What follows belongs to an exercise in optimizing a design on an open flow for small area, a short achievable clock period and few clock cycles per item; a production flow would make more cautious choices. At most, simulation tests tie the RTL to the original design; equivalence was not proved. Power figures rest on the tool's default switching activity, not on a simulated workload.

## the baseline
// ignition_advance_curve_lookup
module ignition_advance_curve_lookup (
  input  logic        clk,
  input  logic        rst,
  input  logic        write_enable,
  input  logic [1:0]  write_index,
  input  logic [15:0] write_data,
  input  logic        in_valid,
  output logic        in_stall,
  input  logic [15:0] engine_speed,
  output logic        out_valid,
  input  logic        out_stall,
  output logic [11:0] spark_advance,
  output logic [1:0]  speed_region
);
For scale: ~1,100 cells after synthesis, about 55 I/O pins, roughly 0.0098 sq mm of cells after synthesis.
Settings: LEC_CHECK=0, CAP_MARGIN=20, CORE_MARGIN=2, CORE_UTILIZATION=40, SETUP_SLACK_MARGIN=3.6, SLEW_MARGIN=20; clock period 7.0 ns.
run.sh (not shown) runs the stock make flow with config.mk's settings and CLKGATE_MAP_FILE= SYNTH_SCRIPT=/design/flow/synth_recipe.tcl, a recipe that flattens the netlist after the stock synthesis.
The baseline was carried through to the last stage, and its layout satisfied the timing, DRC and antenna checks.
Input changes introduced in the candidate (baseline for comparison: the baseline):
# the baseline
export LEC_CHECK = 0
export CAP_MARGIN = 20
export CORE_MARGIN = 2
export CORE_UTILIZATION = 40
export SETUP_SLACK_MARGIN = 3.6
export SLEW_MARGIN = 20
create_clock -name core_clock -period 7.0 [get_ports {clk}]
# the candidate
export LEC_CHECK = 0
export CAP_MARGIN = 20
export CORE_MARGIN = 2
export CORE_UTILIZATION = 40
export SLEW_MARGIN = 20
create_clock -name core_clock -period 7.0 [get_ports {clk}]
### Flow results
- Summary: with the baseline as the reference, wire length of the first global-routing pass in the candidate moved down by a little under 10%.
- Reported net switching power in the candidate is 0.00046 W lower than in the baseline
- The baseline consumes more power than the candidate.
No run of this note included a check of the RTL's function; only the layout flow was run.

Setup of build 87:
ignition_advance_curve_lookup, a different RTL version from the one above (not shown whole).
Size in the first run: ~1200 cells after synthesis, roughly 180 flip-flops, ~55 I/O pins, roughly 10000 um2 of cells after synthesis.
==> flow/config.mk <==
export PLATFORM = sky130hd
export DESIGN_NAME = ignition_advance_curve_lookup
export DESIGN_NICKNAME = ignition_advance_curve_lookup
export VERILOG_FILES = /design/flow/design.v
export SDC_FILE = /design/flow/constraint.sdc
export NUM_CORES = 4
export LEC_CHECK = 0
export ABC_AREA = 1
export CAP_MARGIN = 20
export CORE_MARGIN = 2
export CORE_UTILIZATION = 40
export SETUP_SLACK_MARGIN = 4.4
export SLEW_MARGIN = 20
==> flow/constraint.sdc <==
create_clock -name core_clock -period 7.0 [get_ports {clk}]
set_input_delay 1.4000 -clock core_clock [delete_from_list [all_inputs] [get_ports {clk}]]
set_output_delay 1.4000 -clock core_clock [all_outputs]
set_load 0.01 [all_outputs]
Build 87 | status: complete | timing, DRC, antenna: pass
Testbench counts of build 87, summed over its fixed seeds: cycles 9,640, items 9,600.
> inputs changed (build 87 -> build 22)
Settings: SETUP_SLACK_MARGIN: 4.4 -> 4.1.
Results
Compared with build 87, build 22 shows total wire length that has gone down by a few percent.
More vias were needed by build 87 than by build 22.
The total net switching power in build 22 was lower than what build 87 gave.
As of build 22, global-route wire length before repair had fallen slightly compared to build 87.
Of the two candidates, build 87 has the worse overall power after layout and build 22 the better one.
Summary of build 22 over build 87: design area dropped about 4.6%, non-clock buffer count dropped 27%, filler cell count in the final layout shows an increase of 29, ratio of routed vias to standard cells dropped 0.050.
[compare] base=build 87 new=build 22: number of gates on the worst path with buffers counted saw a decrease; final period utilization roughly the same.
## Diff of input files: build 40 against build 22
Settings: a change of SETUP_SLACK_MARGIN from 4.1 to 3.8.
Notes after the runs:
Taking build 22 as the reference, in build 40 cell area now sits lower; count of plain and timing-repair buffers in the layout down about 30%; total power consumption of the routed design decreased by about 4.5% relative to the old numbers; slew of the pin with the lowest slew margin fell by 0.0087 ns. Compared with build 22, build 40 shows a global placement routability congestion that is about 1.3% lower. Taking build 22 as the reference, in build 40 arrival time of the worst setup path went up 0.07 ns; minimum period implied by the final worst setup slack climbed 0.22 ns. | number of cells on the worst hold path | build 40 vs build 22 | ≈ equal |. Compare build 22 and build 40 | maximum fanout along the worst path lower: build 22. Compared with build 22, build 40 shows portion of total power attributed to combinational logic lower by 2.7 points. Between build 40 and build 22, it is build 40 whose final cell count is lower, by 1.6%.

Another version of the RTL of ignition_advance_curve_lookup (not shown whole).
Size in the first run: ~1,100 cells after synthesis, roughly 9800 sq um of cells after synthesis.
make LEC_CHECK=0 CAP_MARGIN=20 CORE_MARGIN=2 CORE_UTILIZATION=40 SETUP_SLACK_MARGIN=3.3 SLEW_MARGIN=20 finish   # period 7.0 ns
Edit:
Settings changed: ABC_AREA from default to 1, SETUP_SLACK_MARGIN 3.3 to 3.6.
The new run passed the timing, DRC and antenna checks.
Worst hold slack gets better by 9.6 ps.
Die area is lower by about 0.9%.
Setup slack gets better by 370 ps.
First-iteration DRC count is lower by 6.2%.
Combinational power is higher by about 3%.
Cell area is higher by 1.9%.
No run of this note included a check of the RTL's function; only the layout flow was run.

v28:
ignition_advance_curve_lookup, a different RTL version from the one above (not shown whole).
For scale: roughly 1300 cells after synthesis, ~55 I/O pins, roughly 0.011 mm^2 of cells after synthesis.
clock: 7.0 ns
lec_check: 0
abc_area: 1
cap_margin: 20
core_margin: 2
core_utilization: 40
setup_slack_margin: 3.7
slew_margin: 20
v28 finished every step from synthesis to the final layout, and the layout passed the timing, DRC and antenna checks.
What v33 does differently from v28 at the input level:
-- flow/config.mk --
<<< v28, line 11
export CORE_UTILIZATION = 40
export SETUP_SLACK_MARGIN = 3.7
export SLEW_MARGIN = 20
>>> v33, line 11
export CORE_UTILIZATION = 40
export SETUP_SLACK_MARGIN = 4.1
export SLEW_MARGIN = 20
--- outcome ---
Last weighted congestion value of the routability-driven placer, v33 vs v28: up slightly
Share of the core filled with cells, v33 and v28: smaller value in v28
In the metrics for v33 and v28, the one carrying the higher count of buffers added by post-CTS timing repair for setup is v33.
Leakage power (higher): v33
v33: power in combinational cells higher than v28
Wire length reported by the detailed router | v33 above v28
| length of routed met3 wiring | v33 vs v28 | 23% higher |
Comparing number of vias in the routed layout for v33 and v28, the smaller number came from v28.
The standard cells in v33 occupy more silicon area than those in v28 do.
No functional check of the RTL was part of any run of this note.

== rev 12 ==
Another version of the RTL of ignition_advance_curve_lookup (not shown whole).
For scale: about 1100 cells after synthesis, ~170 flip-flops.
clock: 7.0 ns
lec_check: 0
abc_clock_period_in_ps: 2000
cap_margin: 20
core_margin: 2
core_utilization: 40
setup_slack_margin: 4.5
slew_margin: 20
Rev 12 ended with every stage complete and zero timing, DRC or antenna violations.
The inputs of rev 13 differ from those of rev 12 as listed below.
Settings: ABC_CLOCK_PERIOD_IN_PS no longer set, was 2000.
==> summary.txt <==
- Going from rev 12 to rev 13, wire length barely changed, core utilization barely changed, cell area barely changed, pin count of the biggest net entering global routing barely changed, number of flip-flops and latches in the synthesized netlist barely changed.
- Reported for rev 13 and rev 12, synthesized area turned out identical to the last digit.
- Reported for rev 13 and rev 12, final antenna-violating net count turned out identical to the last digit.
- Reported for rev 13 and rev 12, maximum buffer depth of the clock tree turned out identical to the last digit.
- Rev 13 -> rev 12: global-route usage delta 0, exact match
- Comparing rev 13 with rev 12, the fraction of power consumed by combinational cells came out essentially unchanged.
- Comparing rev 12 with rev 13, the post-synth net total came out essentially unchanged.
Function was not checked in any run of this note: the RTL went through the layout flow alone.

cedar:
Another version of the RTL of ignition_advance_curve_lookup (not shown whole).
Size: about 160 flip-flops, roughly 55 I/O pins, roughly 9800 um^2 of cells after synthesis.
Design ignition_advance_curve_lookup, start of the top module:
module ignition_advance_curve_lookup (
  input  logic        clk,
  input  logic        rst,
  input  logic        write_enable,
  input  logic [1:0]  write_index,
  input  logic [15:0] write_data,
  input  logic        in_valid,
  output logic        in_stall,
  input  logic [15:0] engine_speed,
  output logic        out_valid,
  input  logic        out_stall,
  output logic [11:0] spark_advance,
  output logic [1:0]  speed_region
);
  logic [11:0] cranking_advance;
  logic [11:0] top_advance;
  logic [15:0] cranking_speed_limit;
  always_ff @(posedge clk) begin
    if (rst) begin
      cranking_advance     <= 12'd50;
      top_advance          <= 12'd350;
      cranking_speed_limit <= 16'd500;
    end else if (write_enable) begin
      case (write_index)
        2'd0: cranking_advance     <= write_data[11:0];
        2'd1: top_advance          <= write_data[11:0];
        2'd2: cranking_speed_limit <= write_data;
        default: ;
      endcase
    end
  end
  logic        en;
  logic [15:0] s;
  assign en       = !(out_valid && out_stall);
  assign in_stall = !en;
  assign s        = engine_speed;
  logic [13:0] s14;
  logic [15:0] therm;
  logic [14:0] oh;
  logic [1:0]  region;
  assign s14 = s[13:0];    
  assign therm[0] = 1'b1;
  assign therm[1] = (s14 >= 14'd1067);
  assign therm[2] = (s14 >= 14'd2134);
  assign therm[3] = (s14 >= 14'd3200);
  assign therm[4] = (s14 >= 14'd4267);
  assign therm[5] = (s14 >= 14'd5334);
  assign therm[6] = (s14 >= 14'd6400);
  assign therm[7] = (s14 >= 14'd7467);
  assign therm[8] = (s14 >= 14'd8534);
  assign therm[9] = (s14 >= 14'd9600);
  assign therm[10] = (s14 >= 14'd10667);
  ...
Settings: LEC_CHECK=0, ABC_AREA=1, CAP_MARGIN=20, CORE_MARGIN=2, CORE_UTILIZATION=40, SETUP_SLACK_MARGIN=3.6, SLEW_MARGIN=20; clock period 7.0 ns.
cedar finished every stage and its layout cleared the timing, DRC and antenna checks.
What lagoon does differently from cedar at the input level:
-- flow/config.mk --
<<< cedar, line 10
export CORE_MARGIN = 2
export CORE_UTILIZATION = 40
export SETUP_SLACK_MARGIN = 3.6
export SLEW_MARGIN = 20
>>> lagoon, line 10
export CORE_MARGIN = 2
export CORE_UTILIZATION = 40
export SETUP_SLACK_MARGIN = 3.8
export SLEW_MARGIN = 20
Results
- Per the comparison of lagoon with cedar, peak ir drop on the vdd network went up, number of buffers and inverters on the critical path neither gained nor lost much.
- Going from cedar to lagoon, the post-route clock period utilization was found to have gone down by 1.7 points.
- Between lagoon and cedar, wire length of the first global-routing pass is lower for cedar, lagoon comes in above that.
- Non-clock buffer share of cell area was lower in the run labelled lagoon.
- The non-clock buffer count number comes out higher for cedar vs lagoon.
- Between cedar and lagoon, portion of total power attributed to sequential cells decreased.
- Looking at routed wirelength normalized by instance count, lagoon sits 0.55% above cedar.
- Of lagoon and cedar, cedar shows the lower total power draw, with lagoon above it.
No run of this note included a check of the RTL's function; only the layout flow was run.

v42:
Another version of the RTL of ignition_advance_curve_lookup (not shown whole).
Size in the first run: about 990 cells after synthesis, about 150 flip-flops, about 55 I/O pins, about 9200 sq um of cells after synthesis.
make LEC_CHECK=0 CAP_MARGIN=20 CORE_MARGIN=2 CORE_UTILIZATION=40 SETUP_SLACK_MARGIN=3.8 SLEW_MARGIN=20 finish   # period 7.0 ns
v42 did not stop at any stage, and its layout met the timing, DRC and antenna checks.
Testbench counts of v42, summed over its fixed seeds: cycles 9,640, items 9,600.
Setup changes, v42 to v13
- CORE_UTILIZATION now 55, was 40
- SETUP_SLACK_MARGIN now 3.6, was 3.8
- ABC_AREA now 1, previously not set
==> comparison <==
v13 finished every stage and its layout cleared the timing, DRC and antenna checks. v42 closes out successfully: all stages finished, all timing, DRC and antenna checks passed. Compared with v42, in v13 post-layout minimum cycle time dropped 210 ps; HPWL after detailed placement went up 11%. In the tables for v13 and v42, global routing usage on met3 reads lower with v42. Sequential logic power essentially unchanged between v13 and v42. Number of nets in the synthesized netlist went up by more than 10% going from v42 to v13. v13 does better than v42 on design area. v13 vs. v42: post-route clock period utilization went down by 3.0 points. Between v42 and v13, the cell count went up.
## Diff of input files: v53 against v13
- CORE_UTILIZATION: 55 -> 40
- SETUP_SLACK_MARGIN: 3.6 -> 3.0
## What came out
v53 finished all stages; the layout is clean.
Setup slack (v53 over v13): decrease, 510 ps
v53 against v13: vias after detailed routing has decreased; overall power has increased; switching component of the power has increased; clock-pin slew on the worst setup and hold paths has remained practically unchanged.
Status: cell-internal power parity (v13, v53)
Per the comparison of v53 with v13, fmax fell about 13%, post-route clock period utilization rose 7.3 points, cell count rose 92, final wirelength rose 1.8%.
For v53, the slowest cell on the critical path was sky130_fd_sc_hd__clkdlybuf4s50_1, unlike v13, where it was sky130_fd_sc_hd__edfxtp_1.
Modified inputs, v7 compared to v53
- swapping 3.0 for 3.9 in SETUP_SLACK_MARGIN
## What came out
In summary, v7 completed successfully, with a layout that passed the timing, DRC and antenna checks.
Number of cells on the worst reg-to-reg path: v7 vs v53 down 3
v7: register-to-register slack 250 ps above v53
Compared with v53, in v7 count of multi-input gates ~0 delta; global-route wire length before repair rose 1900 microns.
As far as sequential cell count is concerned, v7 and v53 perform about the same.
Across both runs, data required time at the worst endpoint was higher for v7 than for v53.
Highest net fanout along the worst path down 11 in v7 wrt v53
The core of v7 is more densely filled than that of v53.
For the total number of cells along the worst setup path, v7 came in 13 higher than v53 did.
[compare] base=v53 new=v7: non-filler instance count after layout went up 67; cell area went up about 10%.
Edits applied to the flow inputs when going from v7 to v35:
- SETUP_SLACK_MARGIN: 3.9 -> 3.3
- CTS_CLUSTER_SIZE: unset -> 40
- ABC_AREA: 1 -> unset
- CTS_BUF_LIST: unset -> sky130_fd_sc_hd__clkbuf_4 sky130_fd_sc_hd__clkbuf_8
==> summary.txt <==
v35: PASS, flow complete, no timing, DRC or antenna violations
Number of optimization iterations in the first detailed-route pass: v35 > v7
| global-route track usage on met2 | lower: v35 |
Re achievable frequency: v35 and v7 aren't equal, and the lower value belongs to v35.
When v35 is set beside v7, its placement-stage worst setup slack turns out to be 210 ps smaller.
v35 ends up with a number of cell instances on the worst register-to-register path that is 2 lower than in v7.
v35 vs. v7: minimum setup slack in the final design lower; period utilization shows an increase of 5.9 points.
diff inputs: v35 => v59
- PLACE_DENSITY: unset -> 0.7
- ABC_AREA: unset -> 1
- CTS_BUF_LIST: sky130_fd_sc_hd__clkbuf_4 sky130_fd_sc_hd__clkbuf_8 -> unset
- SETUP_SLACK_MARGIN: 3.3 -> 3.6
- CTS_CLUSTER_SIZE: 40 -> unset
Findings:
Relative to v35, the first-pass GRT wire length of v59 is higher by 10%.
Changes observed in v59 relative to v35: fraction of area in non-clock buffers went down 1.6 points; synthesized cell count rose 204; adder and majority gate portion of the synthesized area decreased 0.49 points.

ignition_advance_curve_lookup, a different RTL version from the one above (not shown whole).
Size in the first run: about 1300 cells after synthesis, roughly 55 I/O pins, ~0.010 mm2 of cells after synthesis.
clock: 7.0 ns
lec_check: 0
abc_area: 1
cap_margin: 20
core_margin: 2
core_utilization: 40
setup_slack_margin: 4.3
slew_margin: 20
Testbench counts at the start, summed over its fixed seeds: cycles 9,640, items 9,600.
Rerun with:
SETUP_SLACK_MARGIN = 3.7   (was 4.3)
=> The changed run passed the timing, DRC and antenna checks; hold slack stays flat; power shrinks by 8.4%; final cell count falls by 2.5%; area after synthesis does not change; synthesized cell count is unchanged; worst setup slack is worse by 0.21 ns; final area went down by 5.9%; combinational power fell by 19%; routed wire length fell by 5.4%; clock-buffer cell count is unchanged.
Rerun with:
SETUP_SLACK_MARGIN = 4.1   (was 3.7)
Result: The changed run finished clean. Total power climbs by 5.0%. Clock skew hardly moves. Die area does not change. Clock-buffer cell count stays the same. Sequential share of layout area is lower by 1.0 points.

== alpha ==
ignition_advance_curve_lookup with an RTL version that a note above also has.
Size in the first run: about 1200 cells after synthesis, ~150 flip-flops, ~55 I/O pins, about 0.0095 mm² of cells after synthesis.
make LEC_CHECK=0 ABC_AREA=1 CAP_MARGIN=20 CORE_MARGIN=2 CORE_UTILIZATION=40 SETUP_SLACK_MARGIN=3.3 SLEW_MARGIN=20 finish   # period 7.0 ns
Testbench counts of alpha, summed over its fixed seeds: cycles 9,640, items 9,600.
Changes in beta relative to alpha:
# alpha
export LEC_CHECK = 0
export ABC_AREA = 1
export CAP_MARGIN = 20
export CORE_MARGIN = 2
export CORE_UTILIZATION = 40
export SETUP_SLACK_MARGIN = 3.3
export SLEW_MARGIN = 20
create_clock -name core_clock -period 7.0 [get_ports {clk}]
# beta
export LEC_CHECK = 0
export CAP_MARGIN = 20
export CORE_MARGIN = 2
export CORE_UTILIZATION = 40
export SETUP_SLACK_MARGIN = 3.3
export SLEW_MARGIN = 20
create_clock -name core_clock -period 7.0 [get_ports {clk}]
### Flow results
Compared with alpha, beta ends up with a larger final cell area.
beta against alpha; number of placement rows is down slightly.
NOTE: count of clock-buffer cells in the layout in beta falls short of that of alpha
Global routing usage on met3 delta (alpha -> beta): insignificant
When the final numbers for beta and alpha were put side by side, the post-route worst setup slack turned out to be smaller in beta.
The power in combinational cells reported for beta is smaller than that of alpha by about 7%.
beta vs alpha — total power after layout dropped 2.3%.
| register-to-register slack | beta vs alpha | 130 ps lower |
beta: worst hold slack 5.0 ps above alpha
The width of the die in beta sits 1.6% below the value recorded for alpha.
The area growth from synthesis to final layout in beta sits 4.2 points above the value recorded for alpha.
### beta -> gamma
# beta
export LEC_CHECK = 0
export CAP_MARGIN = 20
export CORE_MARGIN = 2
export CORE_UTILIZATION = 40
export SETUP_SLACK_MARGIN = 3.3
export SLEW_MARGIN = 20
create_clock -name core_clock -period 7.0 [get_ports {clk}]
# gamma
export LEC_CHECK = 0
export CAP_MARGIN = 20
export CORE_MARGIN = 2
export CORE_UTILIZATION = 60
export SETUP_SLACK_MARGIN = 3.3
export SLEW_MARGIN = 20
create_clock -name core_clock -period 7.0 [get_ports {clk}]
gamma finished end to end and its layout was clean on timing, DRC and antenna.
Cmp beta and gamma / worst hold slack after final layout / lower: beta
In gamma, the fraction of met1 tracks used by global routing came out 9.5 points above the value in beta.
Part of the power in combinational logic (gamma over beta): increase, 1.8 points
Compared with beta, gamma shows a lower maximum clock rate.
The worst setup slack reported for gamma is smaller than that of beta by 97 ps.
gamma vs beta — routed wire length rose 870 µm.
The higher cell area came out of beta.
Non-clock buffer contribution to total cell area ends up higher on gamma.
beta → gamma: final worst-path cycle share increased by 1.4 points relative to the old numbers, global-route usage went up 9.1 points, number of standard cells in the layout, taps in and fillers out fell about 7%.
Inputs modified between gamma and delta:
# gamma
export LEC_CHECK = 0
export CAP_MARGIN = 20
export CORE_MARGIN = 2
export CORE_UTILIZATION = 60
export SETUP_SLACK_MARGIN = 3.3
export SLEW_MARGIN = 20
create_clock -name core_clock -period 7.0 [get_ports {clk}]
# delta
export LEC_CHECK = 0
export ABC_AREA = 1
export CAP_MARGIN = 20
export CORE_MARGIN = 2
export CORE_UTILIZATION = 40
export SETUP_SLACK_MARGIN = 3.6
export SLEW_MARGIN = 20
create_clock -name core_clock -period 7.0 [get_ports {clk}]
## What came out
Delta (delta minus gamma): final setup slack of the worst path increased by 370 ps relative to the old numbers, synthesized area increased by 3.3% relative to the old numbers, synthesized-area fraction occupied by adder cells dropped 0.49 points, power in the clock group grew by about 4.6%.

static timing again, ports no longer ideal:
How much do the figures lean on ideal ports? The routed layouts below were timed once more, with nothing changed but the port constraints. Step 1 sets driving cells, clkbuf_16 on the clock port and buf_2 on the other inputs (assumed; they add their load-dependent delay and slew). Step 2 moves the port delays by t, midway between the first and last clock arrival at a register: inputs arrive t later, outputs are due t later. That takes back most of the time a late clock gives input paths. a / b / c = ideal / step 1 / step 2; a / b = the first two.
run | t (ns) | setup WS [ns] | hold slack, ns | worst slew at a driven data input, ns | cell pins on the clock port's net
the baseline | 0.466 | 3.124 / 3.124 / 3.124 | 0.419 / 0.419 / 0.419 | 0.04 | 1
the candidate | 0.465 | 2.211 / 2.211 / 2.211 | 0.414 / 0.414 / 0.414 | 0.04 | 1
build 87 | 0.479 | 4.076 / 4.076 / 3.968 | 0.413 / 0.413 / 0.413 | 0.05 | 1
build 22 | 0.486 | 4.080 / 4.080 / 3.743 | 0.423 / 0.423 / 0.423 | 0.07 | 1
build 40 | 0.481 | 3.856 / 3.856 / 3.502 | 0.426 / 0.426 / 0.426 | 0.07 | 1
the first run of note 3 | 0.462 | 3.352 / 3.324 / 3.034 | 0.419 / 0.419 / 0.419 | 0.05 | 1
the second run of note 3 | 0.476 | 3.719 / 3.694 / 3.448 | 0.428 / 0.428 / 0.428 | 0.09 | 1
v28 | 0.479 | 3.802 / 3.802 / 3.655 | 0.420 / 0.420 / 0.420 | 0.05 | 1
v33 | 0.470 | 3.873 / 3.873 / 3.818 | 0.421 / 0.421 / 0.421 | 0.04 | 1
rev 12 | 0.469 | 3.453 / 3.453 / 3.437 | 0.414 / 0.414 / 0.414 | 0.05 | 1
rev 13 | 0.469 | 3.453 / 3.453 / 3.437 | 0.414 / 0.414 / 0.414 | 0.05 | 1
cedar | 0.467 | 3.542 / 3.517 / 3.324 | 0.423 / 0.423 / 0.423 | 0.04 | 1
lagoon | 0.467 | 3.661 / 3.634 / 3.459 | 0.423 / 0.423 / 0.423 | 0.04 | 1
v42 | 0.476 | 3.371 / 3.371 / 3.371 | 0.420 / 0.420 / 0.420 | 0.06 | 1
v13 | 0.465 | 3.584 / 3.584 / 3.319 | 0.419 / 0.419 / 0.419 | 0.06 | 1
v53 | 0.466 | 3.072 / 3.046 / 2.903 | 0.421 / 0.421 / 0.421 | 0.09 | 1
v7 | 0.479 | 3.667 / 3.667 / 3.582 | 0.419 / 0.419 / 0.419 | 0.07 | 1
v35 | 0.498 | 3.257 / 3.257 / 2.877 | 0.429 / 0.429 / 0.429 | 0.05 | 1
v59 | 0.471 | 3.629 / 3.629 / 3.351 | 0.416 / 0.416 / 0.416 | 0.08 | 1
the first run of note 8 | 0.479 | 4.089 / 4.089 / 3.961 | 0.426 / 0.426 / 0.426 | 0.07 | 1
the second run of note 8 | 0.477 | 3.883 / 3.885 / 3.430 | 0.425 / 0.425 / 0.425 | 0.04 | 1
the third run of note 8 | 0.479 | 4.066 / 4.066 / 3.783 | 0.423 / 0.423 / 0.423 | 0.04 | 1
alpha | 0.464 | 3.491 / 3.491 / 3.073 | 0.418 / 0.418 / 0.418 | 0.07 | 1
beta | 0.476 | 3.357 / 3.357 / 3.002 | 0.423 / 0.423 / 0.423 | 0.06 | 1
gamma | 0.471 | 3.260 / 3.260 / 2.943 | 0.427 / 0.427 / 0.427 | 0.05 | 1
delta | 0.465 | 3.630 / 3.598 / 3.396 | 0.418 / 0.418 / 0.418 | 0.07 | 1
After both steps setup and hold are still met in every run listed. For the second run of note 8, which loses most, drivers alone change the setup slack by +0.002 ns; drivers and shift together by -0.453 ns.
